This is an optimization exercise on Yosys and OpenROAD, whose aim is small area, a short achievable clock period and few clock cycles per item, not a production implementation.
Where RTL was checked, it was by simulation tests only, not by an equivalence proof against the original.
For runs 1 and 3, only the layout was checked, not whether the RTL still works.

### flow/run.sh
#!/bin/bash
# synth_recipe.tcl (not shown) runs the flow's synth.tcl, then flattens the netlist and writes it again
# the make line also repeats each setting of config.mk as NAME=value (left out here)
make -C /OpenROAD-flow-scripts/flow DESIGN_CONFIG=/design/flow/config.mk WORK_HOME=/design/flow/orfs CLKGATE_MAP_FILE= SYNTH_SCRIPT=/design/flow/synth_recipe.tcl finish
### flow/config.mk
export PLATFORM = sky130hd
export DESIGN_NAME = sliding_window_mean_stddev
export DESIGN_NICKNAME = sliding_window_mean_stddev
export VERILOG_FILES = /design/flow/design.v
export SDC_FILE = /design/flow/constraint.sdc
export NUM_CORES = 4
export LEC_CHECK = 0
export CAP_MARGIN = 20
export CORE_MARGIN = 2
export CORE_UTILIZATION = 40
export SLEW_MARGIN = 20
### flow/design.v
`default_nettype none
package swms_pkg;
    localparam int WINDOW_MAX   = 128;
    localparam int WINDOW_RESET = 100;
    localparam int SAMPLE_W = 16;
    localparam int LEN_W    = 8;
    localparam int PTR_W    = $clog2(WINDOW_MAX);
    localparam int FILL_W   = $clog2(WINDOW_MAX + 1);
    localparam int SUM_W    = SAMPLE_W + PTR_W + 1;
    localparam int SQSUM_W  = 2 * SAMPLE_W + PTR_W - 1;
endpackage
`default_nettype wire
`default_nettype none
module swms_ram #(
    parameter int WIDTH = 16,
    parameter int DEPTH = 128
) (
    input  wire logic                     clk,
    input  wire logic                     we,
    input  wire logic [$clog2(DEPTH)-1:0] waddr,
    input  wire logic [WIDTH-1:0]         wdata,
    input  wire logic                     re,
    input  wire logic [$clog2(DEPTH)-1:0] raddr,
    output logic      [WIDTH-1:0]         rdata
);
    logic [WIDTH-1:0] mem [DEPTH];
    always_ff @(posedge clk)
    begin
        if (we)
        begin
            mem[waddr] <= wdata;
        end
        if (re)
        begin
            rdata <= mem[raddr];
        end
    end
endmodule
`default_nettype wire
`default_nettype none
module sliding_window_mean_stddev (
    input  wire logic                               clk,
    input  wire logic                               rst_n,
    input  wire logic                               sample_valid,
    output logic                                    sample_stall,
    input  wire logic signed [swms_pkg::SAMPLE_W-1:0] sample,
    output logic                                    result_valid,
    input  wire logic                               result_stall,
    output logic signed [swms_pkg::SAMPLE_W-1:0]    mean,
    output logic        [swms_pkg::SAMPLE_W-1:0]    deviation,
    output logic                                    valid_res,
    input  wire logic                               cfg_valid,
    output logic                                    cfg_ready,
    input  wire logic   [swms_pkg::LEN_W-1:0]       window_length
);
    localparam int WINDOW_RESET = swms_pkg::WINDOW_RESET;
    localparam int NS = 22;                        
    localparam logic [NS-1:0] CUT = 22'h2a4924;
    logic [7:0]  n_reg;           
    logic [7:0]  fill_reg;        
    logic [6:0]  c_reg;           
    logic        en;              
    logic        busy;            
    logic        in_xfer, cfg_xfer, aligned;
    logic [7:0]  len_clamped;
    logic [6:0]  nm1;
    assign nm1 = 7'(n_reg - 8'd1);
    always_comb
    begin
        if (window_length == 8'd0)
            len_clamped = 8'd1;
        else if (window_length > 8'd128)
            len_clamped = 8'd128;
        else
            len_clamped = window_length;
    end
    assign aligned      = (fill_reg == 8'd0) || (c_reg == 7'd0);
    assign sample_stall = cfg_valid || !en || !aligned;
    assign in_xfer      = sample_valid && !sample_stall;
    assign cfg_ready    = !busy;
    assign cfg_xfer     = cfg_valid && !busy;
    wire full_b = (fill_reg == n_reg);
    wire full_a = full_b || ((fill_reg + 8'd1) == n_reg);
    always_ff @(posedge clk or negedge rst_n)
    begin
        if (!rst_n)
        begin
            n_reg    <= 8'(WINDOW_RESET);
            fill_reg <= '0;
        end
        else if (cfg_xfer)
        begin
            n_reg    <= len_clamped;
            fill_reg <= '0;
        end
        else if (in_xfer && !full_b)
        begin
            fill_reg <= fill_reg + 8'd1;
        end
    end
    always_ff @(posedge clk)
    begin
        if (in_xfer || c_reg == nm1)
            c_reg <= '0;
        else
            c_reg <= c_reg + 7'd1;
    end
    logic [15:0]        r0;
    logic [63:0][15:0]  s64;
    logic [31:0][15:0]  s32;
    logic [15:0][15:0]  s16;
    logic [7:0][15:0]   s8;
    logic [3:0][15:0]   s4;
    logic [1:0][15:0]   s2;
    logic [15:0]        s1;
    logic [15:0]        t1, t2, t3, t4, t5, t6, fb;
    assign t1 = nm1[6] ? s64[63] : r0;
    assign t2 = nm1[5] ? s32[31] : t1;
    assign t3 = nm1[4] ? s16[15] : t2;
    assign t4 = nm1[3] ? s8[7]   : t3;
    assign t5 = nm1[2] ? s4[3]   : t4;
    assign t6 = nm1[1] ? s2[1]   : t5;
    assign fb = nm1[0] ? s1      : t6;
    always_ff @(posedge clk)
    begin
        r0  <= in_xfer ? sample : fb;
        s64 <= {s64[62:0], r0};
        s32 <= {s32[30:0], t1};
        s16 <= {s16[14:0], t2};
        s8  <= {s8[6:0],   t3};
        s4  <= {s4[2:0],   t4};
        s2  <= {s2[0],     t5};
        s1  <= t6;
    end
    logic               vA, okA, firstA;
    logic signed [16:0] dA, pA;
    wire  signed [15:0] old = full_b ? fb : 16'sd0;
    always_ff @(posedge clk or negedge rst_n)
    begin
        if (!rst_n)
            vA <= 1'b0;
        else if (en)
            vA <= in_xfer;
    end
    always_ff @(posedge clk)
    begin
        if (en)
        begin
            okA    <= full_a;
            firstA <= (fill_reg == 8'd0);
            dA     <= 17'(sample) - 17'(old);
            pA     <= 17'(sample) + 17'(old);
        end
    end
    logic signed [23:0] s_reg;
    logic               vB, okB, firstB;
    logic signed [16:0] dB;
    logic signed [25:0] mB;
    wire  signed [23:0] s_base = firstA ? 24'sd0 : s_reg;
    wire  signed [25:0] np     = $signed({1'b0, n_reg}) * pA;
    always_ff @(posedge clk or negedge rst_n)
    begin
        if (!rst_n)
            vB <= 1'b0;
        else if (en)
            vB <= vA;
    end
    always_ff @(posedge clk)
    begin
        if (en && vA)
            s_reg <= s_base + 24'(dA);
        if (en)
        begin
            okB    <= okA;
            firstB <= firstA;
            dB     <= dA;
            mB     <= np - 26'(s_base) - 26'(s_base) - 26'(dA);
        end
    end
    logic [43:0]        v_reg;
    logic               vC, okC, sgC;
    logic [6:0]         mrC;
    logic [15:0]        mdC;
    wire  [43:0]        v_base = firstB ? 44'd0 : v_reg;
    wire  signed [43:0] dv     = 44'(dB) * 44'(mB);
    wire  [22:0]        s_mag  = s_reg[23] ? 23'(-s_reg) : 23'(s_reg);
    function automatic logic [22:0] mstep(input logic [22:0] st, input logic [7:0] n);
        logic [8:0] t;
        logic [7:0] a;
        a = {st[22:16], st[15]};
        t = {1'b0, a} - {1'b0, n};
        mstep = t[8] ? {a[6:0], st[14:0], 1'b0} : {t[6:0], st[14:0], 1'b1};
    endfunction
    always_ff @(posedge clk or negedge rst_n)
    begin
        if (!rst_n)
            vC <= 1'b0;
        else if (en)
            vC <= vB;
    end
    always_ff @(posedge clk)
    begin
        if (en && vB)
            v_reg <= v_base + 44'(dv);
        if (en)
        begin
            okC          <= okB;
            sgC          <= s_reg[23];
            {mrC, mdC}   <= mstep(mstep(s_mag, n_reg), n_reg);
        end
    end
    logic [NS:0]        bv, bok, bsg;
    logic [NS:0][43:0]  bV;
    logic [NS:0][23:0]  brem;
    logic [NS:0][21:0]  broot;
    logic [NS:0][22:0]  bm;
    logic [NS:0][6:0]   bdr;
    logic [NS:0][14:0]  bdq;
    logic [NS-1:0]        qv;
    logic [NS-1:0]        cv, cok, csg;
    logic [NS-1:0][43:0]  cV;
    logic [NS-1:0][23:0]  crem;
    logic [NS-1:0][21:0]  croot;
    logic [NS-1:0][22:0]  cm;
    logic [NS-1:0][6:0]   cdr;
    logic [NS-1:0][14:0]  cdq;
    assign bv[0]    = vC;
    assign bok[0]   = okC;
    assign bsg[0]   = sgC;
    assign bV[0]    = v_reg;
    assign brem[0]  = '0;
    assign broot[0] = '0;
    assign bm[0]    = {mrC, mdC};
    assign bdr[0]   = '0;
    assign bdq[0]   = '0;
    genvar k;
    generate
        for (k = 0; k < NS; k = k + 1)
        begin : g_step
            localparam int I = NS - 1 - k;    
            wire [k+2:0] rs   = {brem[k][k:0], bV[k][2*I+1 -: 2]};
            wire [k+2:0] tr   = {1'b0, broot[k][k:0], 2'b01};
            wire [k+3:0] diff = {1'b0, rs} - {1'b0, tr};
            wire         ge   = !diff[k+3];
            wire [k+1:0] rn   = ge ? diff[k+1:0] : rs[k+1:0];
            assign cv[k]    = bv[k];
            assign cok[k]   = bok[k];
            assign csg[k]   = bsg[k];
            assign cV[k]    = bV[k];
            assign crem[k]  = 24'(rn);
            assign croot[k] = 22'({broot[k][k:0], ge});
            if (k < 14)
            begin : g_mean
                assign cm[k] = mstep(bm[k], n_reg);
            end
            else
            begin : g_mean_done
                assign cm[k] = bm[k];
            end
            if (k < 6)
            begin : g_div_wait
                assign cdr[k] = '0;
                assign cdq[k] = '0;
            end
            else if (k == 6)
            begin : g_div_init
                assign cdr[k] = croot[k][6:0];
                assign cdq[k] = '0;
            end
            else
            begin : g_div
                wire [7:0] a = {bdr[k], ge};
                wire [8:0] t = {1'b0, a} - {1'b0, n_reg};
                assign cdr[k] = t[8] ? a[6:0] : t[6:0];
                assign cdq[k] = {bdq[k][13:0], !t[8]};
            end
            if (CUT[k])
            begin : g_reg
                logic        rv, rok, rsg;
                logic [43:0] rV;
                logic [23:0] rrem;
                logic [21:0] rroot;
                logic [22:0] rm;
                logic [6:0]  rdr;
                logic [14:0] rdq;
                always_ff @(posedge clk or negedge rst_n)
                begin
                    if (!rst_n)
                        rv <= 1'b0;
                    else if (en)
                        rv <= cv[k];
                end
                if (k == NS - 1)
                begin : g_out
                    always_ff @(posedge clk)
                    begin
                        if (en)
                        begin
                            rok <= cok[k];
                            rm  <= !cok[k] ? 23'd0 :
                                   csg[k] ? 23'(-cm[k][15:0]) : 23'(cm[k][15:0]);
                            rdq <= cok[k] ? cdq[k] : 15'd0;
                        end
                    end
                    assign rsg   = 1'b0;
                    assign rV    = '0;
                    assign rrem  = '0;
                    assign rroot = '0;
                    assign rdr   = '0;
                end
                else
                begin : g_mid
                    always_ff @(posedge clk)
                    begin
                        if (en)
                        begin
                            rok   <= cok[k];
                            rsg   <= csg[k];
                            rV    <= cV[k];
                            rrem  <= crem[k];
                            rroot <= croot[k];
                            rm    <= cm[k];
                            rdr   <= cdr[k];
                            rdq   <= cdq[k];
                        end
                    end
                end
                assign qv[k]      = rv;
                assign bv[k+1]    = rv;
                assign bok[k+1]   = rok;
                assign bsg[k+1]   = rsg;
                assign bV[k+1]    = rV;
                assign brem[k+1]  = rrem;
                assign broot[k+1] = rroot;
                assign bm[k+1]    = rm;
                assign bdr[k+1]   = rdr;
                assign bdq[k+1]   = rdq;
            end
            else
            begin : g_wire
                assign qv[k]      = 1'b0;
                assign bv[k+1]    = cv[k];
                assign bok[k+1]   = cok[k];
                assign bsg[k+1]   = csg[k];
                assign bV[k+1]    = cV[k];
                assign brem[k+1]  = crem[k];
                assign broot[k+1] = croot[k];
                assign bm[k+1]    = cm[k];
                assign bdr[k+1]   = cdr[k];
                assign bdq[k+1]   = cdq[k];
            end
        end
    endgenerate
    assign busy = vA || vB || vC || (|qv[NS-2:0]);
    assign en   = !(bv[NS] && result_stall);
    assign result_valid = bv[NS];
    assign valid_res    = bok[NS];
    assign mean         = bm[NS][15:0];
    assign deviation    = {1'b0, bdq[NS]};
endmodule
`default_nettype wire
### flow/constraint.sdc
create_clock -name core_clock -period 11.0 [get_ports {clk}]
set_input_delay 2.2000 -clock core_clock [delete_from_list [all_inputs] [get_ports {clk}]]
set_output_delay 2.2000 -clock core_clock [all_outputs]
set_load 0.01 [all_outputs]
==> flow_summary.json, run 1 <==
{
  "synth_edf_count": 748,
  "die_x_um": 546,
  "synth_top_area_frac": 0.351,
  "reg2reg_from": "dB[7]",
  "hold_buffers": 0,
  "fin_util": 0.452,
  "std_cell_rows": 198,
  "ctsResizeCount": 0,
  "hold_class": "reg -> reg",
  "outcome": "complete, no violations",
  "cp-start-kind": "flip-flop",
  "fin_crit_ns": 10.01,
  "grt_pass1_wl_mm": 378,
  "insertion_delay_ns": 0.85,
  "required_ns": 11.60,
  "first_pass_iters": 6,
  "r2r_setup_slack_ns": 0.99,
  "finalSetupViolCount": 0,
  "cap_violations": 0,
  "clockBufferDepth": 4,
  "final_max_slew_viol_count": 0,
  "relSlewSlack": 0.196,
  "antenna_found_initial": 9,
  "io_buffers": 63,
  "fill_cells": 26400,
  "synth.avg_cell_area_um2": 12.1,
  "syn_to_final_growth_pct": 12.4,
  "dieHeight_um": 546,
  "grt_pass1_vias": 70000,
  "fin_skew_ns": 0.0821,
  "timing.final.crit_share": 0.910,
  "yosys_most_used_dff": "dfxtp_1",
  "wirelength_mm": 233,
  "critPathCaptureType": "flip-flop",
  "ys_seq_elements": 2830,
  "cts_setup_buffers": 0,
  "r2r_cells": 37,
  "critPathKind": "reg -> reg",
  "hold_viol_final": 0,
  "grt_max_degree": 170,
  "max_freq_ghz": 0.0999,
  "synth_cells": 9690,
  "rsz0062_at_grt": "false",
  "dieArea_um2": 298000,
  "cp-endpoint": "v_reg[43]",
  "wire_per_inst_um": 16.6,
  "crit_arrival_ns": 10.61,
  "reg_top3": "s64 x1024, s32 x512, s16 x256",
  "slowest_stage": "a221oi_1",
  "r2r_end": "v_reg[43]",
  "synth_most_common_cell": "dfxtp_1",
  "via_per_inst": 4.80,
  "crit_fanout": 26,
  "cts_root_buffer": "clkbuf_16",
  "clk_pin_slew_ns": 0.06,
  "synth_top_area_cell": "dfxtp_1",
  "path_depth": 37,
  "cts_tree": "yes",
  "setup_tns_ns": 0,
  "netlist_top_cells_area": "dfxtp_1, edfxtp_1, fa_1",
  "cts_num_sinks": 2830,
  "finalInstanceArea_um2": 132000,
  "grt_usage": 0.156,
  "top_register": "s64",
  "drt-initial-drc-count": 3812,
  "drcViolationCount": 0,
  "synthesis.nets": 11100,
  "tightestPinTransition_ns": 1.19,
  "largest_reg_flops": 1024,
  "yosysSeqAreaShare": 0.548,
  "drive_above_1_share": 0.0784,
  "crit_start": "dB[7]",
  "synth_common_cells": "dfxtp_1, inv_1, ha_1",
  "grt-ovfl-total": 0,
  "pin_count": 65,
  "critical-path-top-delay-family": "adder cells",
  "start_util": 0.403,
  "ys_async_sr_fraction": 0.00954,
  "yosysWarnings": 1,
  "syn_area_um2": 117000,
  "slowest_delay_ns": 0.81,
  "hpwl_mm": 168,
  "path_buf_inv": 5,
  "fin_nets": 11300,
  "dpl_cell_area_um2": 122000,
  "numCtsBuffers": 279,
  "num_vias": 67200,
  "synth_cell_types": 98,
  "h-tree-depth": 5,
  "core_um2": 291000,
  "gp_congestion": 0.883,
  "ant_nets": 0
}
[final cells by class]
class	count	area, um2	share of cell area
antenna	5	12.5	0.0000949
clock buffer	364	7820	0.0593
clock inverter	125	1420	0.0107
inverter	1061	3990	0.0303
multi-input combinational	5588	48200	0.365
sequential	2830	64300	0.488
tap	3900	4880	0.0370
timing repair buffer	128	1230	0.00934
[cell usage in the layout, fill, tap and decap left out, types with 280 or more instances in the layout]
| cell | Yosys | routed |
|---|---|---|
| a21oi_1 | 514 | 513 |
| nand2_1 | 623 | 622 |
| nor2_1 | 471 | 471 |
| clkbuf_16 | 0 | 286 |
| inv_1 | 1051 | 1049 |
| fa_1 | 621 | 621 |
| xnor2_1 | 392 | 388 |
| o21ai_0 | 306 | 306 |
| edfxtp_1 | 748 | 748 |
| and2_1 | 281 | 280 |
| ha_1 | 773 | 773 |
| dfxtp_1 | 2055 | 2055 |
[how the worst min path moves through the flow]
stage                         from        to  slack [ns]  cells past startpoint
after detailed placement  s16[185]  s16[201]        0.31                      0
after floorplan            s16[84]  s16[100]        0.31                      0
after global placement    s32[193]  s32[209]        0.31                      0
after global routing      s64[931]  s64[947]        0.29                      0
final                     s32[355]  s32[371]        0.28                      0
after CTS                 s32[355]  s32[371]        0.27                      0
[logic make-up after synthesis]
family / synth area share
AND/OR/NAND/NOR: 0.0789
adder cells (fa/ha/maj): 0.188
multiplexers: 0.0235
XOR/XNOR: 0.0405
flip-flops: 0.548
AO/OA/AOI/OAI: 0.0787
buffers and inverters: 0.0420
other: 0.0000320
[metal layers]
metal	vias to the layer above	wire length, um	part of all wire	track usage
met5	-	15	0.000064	0
met4	2	7350	0.032	0.0535
met3	414	8120	0.035	0.0214
met2	1172	113000	0.48	0.266
met1	33000	105000	0.45	0.204
li1	32600	-	-	-
[through the flow]
step                      hold slack [ns]  setup slack (ns)  cells
after floorplan                     0.310              2.20   9690
after global placement              0.310             0.984  13500
after detailed placement            0.312             0.955  13500
after CTS                           0.274             0.940  14000
after global routing                0.291             0.523  14000
final                               0.281             0.991  14000
==> run 2, diff against run 1 <==
--- a/flow/design.v
+++ b/flow/design.v
@@ -158,5 +158,6 @@
     logic signed [25:0] mB;
     wire  signed [23:0] s_base = firstA ? 24'sd0 : s_reg;
-    wire  signed [25:0] np     = $signed({1'b0, n_reg}) * pA;
+    wire  signed [8:0]  n_s    = {1'b0, n_reg};
+    wire  signed [25:0] np     = n_s * pA;
     always_ff @(posedge clk or negedge rst_n)
     begin
==> flow_summary.json, run 2 <==
{
  "insertion_delay_ns": 0.85,
  "final_max_slew_viol_count": 0,
  "setup_tns_ns": 0,
  "finalSetupViolCount": 0,
  "crit_start": "dB[7]",
  "cts_root_buffer": "clkbuf_16",
  "cts_setup_buffers": 0,
  "h-tree-depth": 5,
  "path_buf_inv": 5,
  "start_util": 0.403,
  "synth_cell_types": 98,
  "r2r_cells": 37,
  "drcViolationCount": 0,
  "grt_max_degree": 170,
  "required_ns": 11.60,
  "drive_above_1_share": 0.0784,
  "relSlewSlack": 0.196,
  "grt_pass1_wl_mm": 378,
  "dieArea_um2": 298000,
  "reg2reg_from": "dB[7]",
  "hold_buffers": 0,
  "r2r_end": "v_reg[43]",
  "final_common_cell": "dfxtp_1",
  "ant_nets": 0,
  "cap_violations": 0,
  "hpwl_mm": 168,
  "via_per_inst": 4.80,
  "rsz0062_at_grt": "false",
  "max_freq_ghz": 0.0999,
  "yosys_most_used_dff": "dfxtp_1",
  "std_cell_rows": 198,
  "r2r_setup_slack_ns": 0.99,
  "io_buffers": 63,
  "first_pass_iters": 6,
  "fin_crit_ns": 10.01,
  "layout_common_cells": "dfxtp_1, inv_1, ha_1",
  "hold_viol_final": 0,
  "clockBufferDepth": 4,
  "path_depth": 37,
  "wirelength_mm": 233,
  "synth-xor-area-share": 0.0405,
  "slowest_stage": "a221oi_1",
  "syn_area_um2": 117000,
  "antenna_found_initial": 9,
  "cp-start-kind": "flip-flop",
  "crit_fanout": 26,
  "synth_common_cells": "dfxtp_1, inv_1, ha_1",
  "fin_skew_ns": 0.0821,
  "syn_to_final_growth_pct": 12.4,
  "drt-initial-drc-count": 3812,
  "reg_top3": "s64 x1024, s32 x512, s16 x256",
  "synthesis.nets": 11100,
  "synth_adder_area_share": 0.188,
  "numCtsBuffers": 279,
  "synth_top_area_frac": 0.351,
  "clk_pin_slew_ns": 0.06,
  "grt_pass1_vias": 70000,
  "fin_nets": 11300,
  "grt-ovfl-total": 0,
  "critPathCaptureType": "flip-flop",
  "die_x_um": 546,
  "yosys-mux-area-fraction": 0.0235,
  "synth_most_common_cell": "dfxtp_1",
  "ys_async_sr_fraction": 0.00954,
  "grt_usage": 0.156,
  "wire_per_inst_um": 16.6,
  "slowest_delay_ns": 0.81,
  "hold_class": "reg -> reg",
  "gp_congestion": 0.883,
  "netlist_top_cells_area": "dfxtp_1, edfxtp_1, fa_1",
  "whs_ns": 0.281,
  "dieHeight_um": 546,
  "core_um2": 291000,
  "fin_ws_ns": 0.991,
  "yosysSeqAreaShare": 0.548,
  "cp-endpoint": "v_reg[43]",
  "crit_arrival_ns": 10.61,
  "synth.avg_cell_area_um2": 12.1,
  "pin_count": 65,
  "synth_top_area_cell": "dfxtp_1",
  "outcome": "complete, no violations",
  "tightestPinTransition_ns": 1.19,
  "ctsResizeCount": 0,
  "num_vias": 67200,
  "critPathKind": "reg -> reg",
  "synth-compound-area-share": 0.0787,
  "fill_cells": 26400,
  "synthSimpleGateAreaFrac": 0.0789,
  "largest_reg_flops": 1024,
  "synth_top_family_by_area": "adder cells",
  "hold-path-cell-count": 0,
  "place_ws_ns": 0.955,
  "synth_edf_count": 748,
  "critical-path-top-delay-family": "adder cells",
  "cts_tree": "yes",
  "top_register": "s64",
  "cts_num_sinks": 2830,
  "synth_cells": 9690,
  "timing.final.crit_share": 0.910,
  "ys_seq_elements": 2830,
  "yosysWarnings": 1
}
[run 2: cell counts in the layout (fill, tap and decap cells not counted)]
No cell type changed its count.
[run 2: worst min-delay path by stage]
stage,startpoint,endpoint,slack [ns]
2_1_floorplan,s16[84],s16[100],0.31
3_3_place_gp,s32[193],s32[209],0.31
3_5_place_dp,s16[185],s16[201],0.31
4_1_cts,s32[355],s32[371],0.27
5_1_grt,s64[931],s64[947],0.29
6_report,s32[355],s32[371],0.28
[run 2: worst reg2reg max path, delay by kind of cell (launching register included)]
kind                       cells  cell delay (ns)
adders and majority gates      8             3.76
and+or+nand+nor                6             1.18
xor gates and xnor gates       3             0.38
AOI/OAI and AO/OA             15             3.42
buffers and inverters          5             0.28
DFF                            1             0.75
[run 2: layer usage]
layer	GRT usage	part of all wire	up-vias
met5	0	0.000064	-
met4	0.0535	0.032	2
met3	0.0214	0.035	414
met2	0.266	0.48	1172
met1	0.204	0.45	33000
li1	-	-	32600
[run 2: per-stage QoR]
step / std cells / util / area, um2
after floorplan: 9690 / - / 117000
after global placement: 13500 / 0.420 / 122000
after detailed placement: 13500 / 0.420 / 122000
after CTS: 14000 / 0.452 / 132000
after global routing: 14000 / 0.452 / 132000
final: 14000 / 0.452 / 132000
[run 2: area by class of cell]
cell class                 count  area, um2  area share
timing repair buffer         128       1230     0.00934
inverter                    1061       3990      0.0303
tap                         3900       4880      0.0370
multi-input combinational   5588      48200       0.365
antenna                        5       12.5   0.0000949
clock buffer                 364       7820      0.0593
sequential                  2830      64300       0.488
clock inverter               125       1420      0.0107
[run 2: kinds of logic after synthesis]
family / after synthesis
flops: 2830
mux: 249
simple gates: 1932
other cells: 1
compound gates: 1469
buf+inv: 1272
fa+ha+maj: 1394
xor+xnor: 543
Testbench counts of run 2, summed over its fixed seeds: cycles 2,496, items 2,400.
==> run 3, diff against run 2 <==
--- a/flow/design.v
+++ b/flow/design.v
@@ -56,5 +56,8 @@
     localparam int WINDOW_RESET = swms_pkg::WINDOW_RESET;
     localparam int NS = 22;                        
-    localparam logic [NS-1:0] CUT = 22'h2a4924;
+    localparam logic [NS-1:0] CUT = (22'd1 << 3) | (22'd1 << 6) | (22'd1 << 9) |
+                                         (22'd1 << 11) | (22'd1 << 13) | (22'd1 << 15) |
+                                         (22'd1 << 17) | (22'd1 << 19) | (22'd1 << 21);
+    localparam int MEAN_IN_SQRT = 11;
     logic [7:0]  n_reg;           
     logic [7:0]  fill_reg;        
@@ -134,6 +137,5 @@
     end
     logic               vA, okA, firstA;
-    logic signed [16:0] dA, pA;
-    wire  signed [15:0] old = full_b ? fb : 16'sd0;
+    logic signed [15:0] xA, oA;
     always_ff @(posedge clk or negedge rst_n)
     begin
@@ -149,15 +151,12 @@
             okA    <= full_a;
             firstA <= (fill_reg == 8'd0);
-            dA     <= 17'(sample) - 17'(old);
-            pA     <= 17'(sample) + 17'(old);
+            xA     <= sample;
+            oA     <= full_b ? fb : 16'sd0;
         end
     end
     logic signed [23:0] s_reg;
     logic               vB, okB, firstB;
-    logic signed [16:0] dB;
-    logic signed [25:0] mB;
-    wire  signed [23:0] s_base = firstA ? 24'sd0 : s_reg;
-    wire  signed [8:0]  n_s    = {1'b0, n_reg};
-    wire  signed [25:0] np     = n_s * pA;
+    logic signed [16:0] dB, pB;
+    wire  signed [16:0] d_a = 17'(xA) - 17'(oA);
     always_ff @(posedge clk or negedge rst_n)
     begin
@@ -170,20 +169,13 @@
     begin
         if (en && vA)
-            s_reg <= s_base + 24'(dA);
+            s_reg <= (firstA ? 24'sd0 : s_reg) + 24'(xA) - 24'(oA);
         if (en)
         begin
             okB    <= okA;
             firstB <= firstA;
-            dB     <= dA;
-            mB     <= np - 26'(s_base) - 26'(s_base) - 26'(dA);
+            dB     <= d_a;
+            pB     <= 17'(xA) + 17'(oA);
         end
     end
-    logic [43:0]        v_reg;
-    logic               vC, okC, sgC;
-    logic [6:0]         mrC;
-    logic [15:0]        mdC;
-    wire  [43:0]        v_base = firstB ? 44'd0 : v_reg;
-    wire  signed [43:0] dv     = 44'(dB) * 44'(mB);
-    wire  [22:0]        s_mag  = s_reg[23] ? 23'(-s_reg) : 23'(s_reg);
     function automatic logic [22:0] mstep(input logic [22:0] st, input logic [7:0] n);
         logic [8:0] t;
@@ -193,4 +185,11 @@
         mstep = t[8] ? {a[6:0], st[14:0], 1'b0} : {t[6:0], st[14:0], 1'b1};
     endfunction
+    logic               vC, okC, sgC, firstC;
+    logic signed [16:0] dC;
+    logic signed [25:0] mC;
+    logic [22:0]        mlC;
+    wire  signed [8:0]  n_s   = {1'b0, n_reg};
+    wire  signed [25:0] np    = n_s * pB;
+    wire  [22:0]        s_mag = s_reg[23] ? 23'(-s_reg) : 23'(s_reg);
     always_ff @(posedge clk or negedge rst_n)
     begin
@@ -202,11 +201,58 @@
     always_ff @(posedge clk)
     begin
-        if (en && vB)
-            v_reg <= v_base + 44'(dv);
         if (en)
         begin
-            okC          <= okB;
-            sgC          <= s_reg[23];
-            {mrC, mdC}   <= mstep(mstep(s_mag, n_reg), n_reg);
+            okC    <= okB;
+            firstC <= firstB;
+            sgC    <= s_reg[23];
+            dC     <= dB;
+            mC     <= np - 26'(s_reg) - 26'(s_reg) + 26'(dB);
+            mlC    <= mstep(s_mag, n_reg);
+        end
+    end
+    logic               vD, okD, sgD, firstD;
+    logic signed [29:0] plD;
+    logic signed [29:0] phD;
+    logic [22:0]        mlD;
+    wire  signed [13:0] m_lo = {1'b0, mC[12:0]};
+    wire  signed [12:0] m_hi = mC[25:13];
+    always_ff @(posedge clk or negedge rst_n)
+    begin
+        if (!rst_n)
+            vD <= 1'b0;
+        else if (en)
+            vD <= vC;
+    end
+    always_ff @(posedge clk)
+    begin
+        if (en)
+        begin
+            okD    <= okC;
+            firstD <= firstC;
+            sgD    <= sgC;
+            plD    <= dC * m_lo;
+            phD    <= dC * m_hi;
+            mlD    <= mstep(mstep(mlC, n_reg), n_reg);
+        end
+    end
+    logic [43:0]        v_reg;
+    logic               vE, okE, sgE;
+    logic [22:0]        mlE;
+    always_ff @(posedge clk or negedge rst_n)
+    begin
+        if (!rst_n)
+            vE <= 1'b0;
+        else if (en)
+            vE <= vD;
+    end
+    always_ff @(posedge clk)
+    begin
+        if (en && vD)
+            v_reg <= (firstD ? 44'd0 : v_reg) + 44'(plD) + {44'(phD), 13'd0};
+        if (en)
+        begin
+            okE <= okD;
+            sgE <= sgD;
+            mlE <= mstep(mstep(mlD, n_reg), n_reg);
         end
     end
@@ -226,11 +272,11 @@
     logic [NS-1:0][6:0]   cdr;
     logic [NS-1:0][14:0]  cdq;
-    assign bv[0]    = vC;
-    assign bok[0]   = okC;
-    assign bsg[0]   = sgC;
+    assign bv[0]    = vE;
+    assign bok[0]   = okE;
+    assign bsg[0]   = sgE;
     assign bV[0]    = v_reg;
     assign brem[0]  = '0;
     assign broot[0] = '0;
-    assign bm[0]    = {mrC, mdC};
+    assign bm[0]    = mlE;
     assign bdr[0]   = '0;
     assign bdq[0]   = '0;
@@ -249,7 +295,7 @@
             assign csg[k]   = bsg[k];
             assign cV[k]    = bV[k];
-            assign crem[k]  = 24'(rn);
+            assign crem[k]  = (k == NS - 1) ? 24'd0 : 24'(rn);
             assign croot[k] = 22'({broot[k][k:0], ge});
-            if (k < 14)
+            if (k < MEAN_IN_SQRT)
             begin : g_mean
                 assign cm[k] = mstep(bm[k], n_reg);
@@ -259,17 +305,17 @@
                 assign cm[k] = bm[k];
             end
-            if (k < 6)
+            if (k < 7)
             begin : g_div_wait
                 assign cdr[k] = '0;
                 assign cdq[k] = '0;
             end
-            else if (k == 6)
+            else if (k == 7)
             begin : g_div_init
-                assign cdr[k] = croot[k][6:0];
+                assign cdr[k] = broot[k][6:0];
                 assign cdq[k] = '0;
             end
             else
             begin : g_div
-                wire [7:0] a = {bdr[k], ge};
+                wire [7:0] a = {bdr[k], broot[k][0]};
                 wire [8:0] t = {1'b0, a} - {1'b0, n_reg};
                 assign cdr[k] = t[8] ? a[6:0] : t[6:0];
@@ -292,37 +338,16 @@
                         rv <= cv[k];
                 end
-                if (k == NS - 1)
-                begin : g_out
-                    always_ff @(posedge clk)
-                    begin
-                        if (en)
-                        begin
-                            rok <= cok[k];
-                            rm  <= !cok[k] ? 23'd0 :
-                                   csg[k] ? 23'(-cm[k][15:0]) : 23'(cm[k][15:0]);
-                            rdq <= cok[k] ? cdq[k] : 15'd0;
-                        end
-                    end
-                    assign rsg   = 1'b0;
-                    assign rV    = '0;
-                    assign rrem  = '0;
-                    assign rroot = '0;
-                    assign rdr   = '0;
-                end
-                else
-                begin : g_mid
-                    always_ff @(posedge clk)
+                always_ff @(posedge clk)
+                begin
+                    if (en)
                     begin
-                        if (en)
-                        begin
-                            rok   <= cok[k];
-                            rsg   <= csg[k];
-                            rV    <= cV[k];
-                            rrem  <= crem[k];
-                            rroot <= croot[k];
-                            rm    <= cm[k];
-                            rdr   <= cdr[k];
-                            rdq   <= cdq[k];
-                        end
+                        rok   <= cok[k];
+                        rsg   <= csg[k];
+                        rV    <= cV[k];
+                        rrem  <= crem[k];
+                        rroot <= croot[k];
+                        rm    <= cm[k];
+                        rdr   <= cdr[k];
+                        rdq   <= cdq[k];
                     end
                 end
@@ -353,10 +378,31 @@
         end
     endgenerate
-    assign busy = vA || vB || vC || (|qv[NS-2:0]);
-    assign en   = !(bv[NS] && result_stall);
-    assign result_valid = bv[NS];
-    assign valid_res    = bok[NS];
-    assign mean         = bm[NS][15:0];
-    assign deviation    = {1'b0, bdq[NS]};
+    logic        vO, okO;
+    logic [15:0] meanO, devO;
+    wire  [7:0]  a_last = {bdr[NS], broot[NS][0]};
+    wire  [8:0]  t_last = {1'b0, a_last} - {1'b0, n_reg};
+    always_ff @(posedge clk or negedge rst_n)
+    begin
+        if (!rst_n)
+            vO <= 1'b0;
+        else if (en)
+            vO <= bv[NS];
+    end
+    always_ff @(posedge clk)
+    begin
+        if (en)
+        begin
+            okO   <= bok[NS];
+            meanO <= !bok[NS] ? 16'd0 :
+                     bsg[NS]  ? 16'(-bm[NS][15:0]) : bm[NS][15:0];
+            devO  <= !bok[NS] ? 16'd0 : {1'b0, bdq[NS][13:0], !t_last[8]};
+        end
+    end
+    assign busy = vA || vB || vC || vD || vE || (|qv);
+    assign en   = !(vO && result_stall);
+    assign result_valid = vO;
+    assign valid_res    = okO;
+    assign mean         = meanO;
+    assign deviation    = devO;
 endmodule
 `default_nettype wire
--- a/flow/config.mk
+++ b/flow/config.mk
@@ -6,6 +6,8 @@
 export NUM_CORES = 4
 export LEC_CHECK = 0
+export ABC_CLOCK_PERIOD_IN_PS = 5000
 export CAP_MARGIN = 20
 export CORE_MARGIN = 2
 export CORE_UTILIZATION = 40
+export SETUP_SLACK_MARGIN = 5
 export SLEW_MARGIN = 20
==> flow_summary.json, run 3 <==
{
  "dieArea_um2": 323000,
  "synthesis.nets": 11600,
  "multi_input_area_um2": 52300,
  "final_common_cell": "dfxtp_1",
  "wl_met2_mm": 127,
  "numCtsBuffers": 302,
  "outcome": "complete, no violations",
  "cts_num_sinks": 3084,
  "fin_skew_ns": 0.0924,
  "max_freq_ghz": 0.136,
  "fin_nets": 12200,
  "r2r_setup_slack_ns": 3.67,
  "ff_latch_area_um2": 71900,
  "gp_congestion": 0.882,
  "hpwl_mm": 178,
  "critPathKind": "reg -> reg",
  "grt_max_degree": 179,
  "num_vias": 73400,
  "cp-start-kind": "flip-flop",
  "path_depth": 40,
  "ant_nets": 0,
  "route.met3.wl_mm": 10.4,
  "reg_top3": "s64 x1024, s32 x512, s16 x256",
  "ys_seq_elements": 3084,
  "fin_crit_ns": 7.33,
  "synth_edf_count": 998,
  "die_x_um": 568,
  "critical-path-top-delay-family": "compound AO/OA/AOI/OAI gates",
  "insertion_delay_ns": 0.89,
  "wirelength_mm": 261,
  "required_ns": 11.57,
  "netlist_top_cells_area": "dfxtp_1, edfxtp_1, fa_1",
  "wire_per_inst_um": 17.2,
  "yosys_most_used_dff": "dfxtp_1",
  "drive_above_1_share": 0.133,
  "top_layer": "met4",
  "synth_cell_types": 95,
  "hold_class": "reg -> reg",
  "timing.final.crit_share": 0.666,
  "crit_fanout": 5,
  "cts_tree": "yes",
  "first_pass_iters": 9,
  "fill_cells": 27800,
  "dieHeight_um": 568,
  "std_cell_rows": 207,
  "reg2reg_from": "n_reg[2]",
  "layout_common_cells": "dfxtp_1, inv_1, edfxtp_1",
  "cap_violations": 0,
  "cp-endpoint": "g_step[3].g_reg.rm[19]",
  "io_buffers": 63,
  "crit_start": "n_reg[2]",
  "slowest_stage": "dfstp_4",
  "crit_top_cell": "buf_4",
  "synth_most_common_cell": "dfxtp_1",
  "grt_pass1_vias": 76600,
  "largest_reg_flops": 1024,
  "cts_root_buffer": "clkbuf_16",
  "synth_top_area_cell": "dfxtp_1",
  "r2r_cells": 40,
  "ys_async_sr_fraction": 0.0101,
  "core_um2": 317000,
  "syn_area_um2": 127000,
  "critPathCaptureType": "flip-flop",
  "grt-ovfl-total": 0,
  "clk_pin_slew_ns": 0.07,
  "antenna_found_initial": 6,
  "r2r_end": "g_step[3].g_reg.rm[19]",
  "drcViolationCount": 0,
  "start_util": 0.401,
  "finalSetupViolCount": 0,
  "synth_common_cells": "dfxtp_1, inv_1, edfxtp_1",
  "fin_ws_ns": 3.67,
  "setup_tns_ns": 0,
  "final_max_slew_viol_count": 0,
  "h-tree-depth": 5,
  "crit_arrival_ns": 7.89,
  "hold_viol_final": 0,
  "rsz0062_at_grt": "true",
  "relSlewSlack": 0.279,
  "synth_top_area_frac": 0.323,
  "syn_to_final_growth_pct": 16.2,
  "synth_cells": 10100,
  "synth.avg_cell_area_um2": 12.6,
  "yosysWarnings": 1,
  "top_register": "s64",
  "drt-initial-drc-count": 3912,
  "hold_buffers": 0,
  "pin_count": 65,
  "grt_pass1_wl_mm": 416,
  "via_per_inst": 4.85,
  "place_ws_ns": 2.07,
  "slowest_delay_ns": 0.66,
  "path_buf_inv": 12,
  "met1Wirelength_mm": 113,
  "clockBufferDepth": 4,
  "tightestPinTransition_ns": 1.08,
  "yosysSeqAreaShare": 0.565,
  "grt_usage": 0.160
}
## run 3: final cells by class
| type | instances | area share |
|---|---|---|
| diodes | 2 | 0.0000338 |
| clock buffers | 396 | 0.0568 |
| clock inverters | 135 | 0.0101 |
| inverters | 1067 | 0.0274 |
| multi-input cells | 5782 | 0.354 |
| flip-flops and latches | 3084 | 0.486 |
| well taps | 4180 | 0.0354 |
| repair buffers | 478 | 0.0301 |
## run 3: worst min-delay path by stage
| stage | start | end | slack (ns) | cells past startpoint |
|---|---|---|---|---|
| 2_1_floorplan | s16[84] | s16[100] | 0.31 | 0 |
| 4_1_cts | s8[6] | s8[22] | 0.28 | 0 |
| 6_report | s32[352] | s32[368] | 0.28 | 0 |
| 5_1_grt | s64[485] | s64[501] | 0.28 | 0 |
| 3_5_place_dp | s16[40] | s16[56] | 0.31 | 0 |
| 3_3_place_gp | s4[32] | s4[48] | 0.31 | 0 |
## run 3: layer usage
layer | up-vias | track usage
li1 | 35200 | -
met1 | 36200 | 0.202
met2 | 1440 | 0.276
met3 | 554 | 0.0229
met4 | 0 | 0.0618
met5 | - | 0
## run 3: per-stage QoR
| step | util | hold WS (ns) | instances | cell area [um2] |
|---|---|---|---|---|
| after floorplan | - | 0.310 | 10100 | 127000 |
| after global placement | 0.419 | 0.310 | 14200 | 133000 |
| after detailed placement | 0.419 | 0.312 | 14200 | 133000 |
| after CTS | 0.460 | 0.278 | 15000 | 146000 |
| after global routing | 0.466 | 0.275 | 15100 | 148000 |
| final | 0.466 | 0.276 | 15100 | 148000 |
## run 3: cells by family (layout without fill, tap and decap cells)
| group | after synthesis | count (layout) | share of synthesized area |
|---|---|---|---|
| other | 1 | 3 | 0.0000295 |
| multiplexers | 260 | 260 | 0.0233 |
| flip-flops | 3084 | 3084 | 0.565 |
| AND/OR/NAND/NOR | 1960 | 1964 | 0.0762 |
| adder cells (fa/ha/maj) | 1474 | 1474 | 0.184 |
| buffers and inverters | 1281 | 2076 | 0.0381 |
| XOR/XNOR | 555 | 555 | 0.0382 |
| AO/OA/AOI/OAI | 1526 | 1528 | 0.0758 |
## run 3: repair_timing
item	CTS	global route
pin swaps	112	179
cloned	4	3
setup buffers	239	119
gates resized for setup	217	223
endpoints found under the setup margin	194	193

-- what the ideal ports hide --
Ports are ideal in the flow. The routed layouts listed here were re-timed in OpenROAD. Step 1: set_driving_cell puts a clkbuf_16 on clk and a buf_2 on each other input, an assumption about the parent block. Step 2, shift: input delay + t, output delay - t, t = (earliest + latest rising clock arrival at the registers) / 2. This alone moves slack from input paths to output paths. Slacks: ideal ports / drivers / drivers and shift; pairs: ideal ports / drivers.
run	t, ns	setup WS [ns]	worst slew at a driven data input, ns
run 1	0.909	0.991 / 0.991 / 0.991	0.14
run 2	0.909	0.991 / 0.991 / 0.991	0.14
run 3	0.947	3.672 / 3.672 / 3.672	0.07
After both steps setup and hold are still met in every run listed.
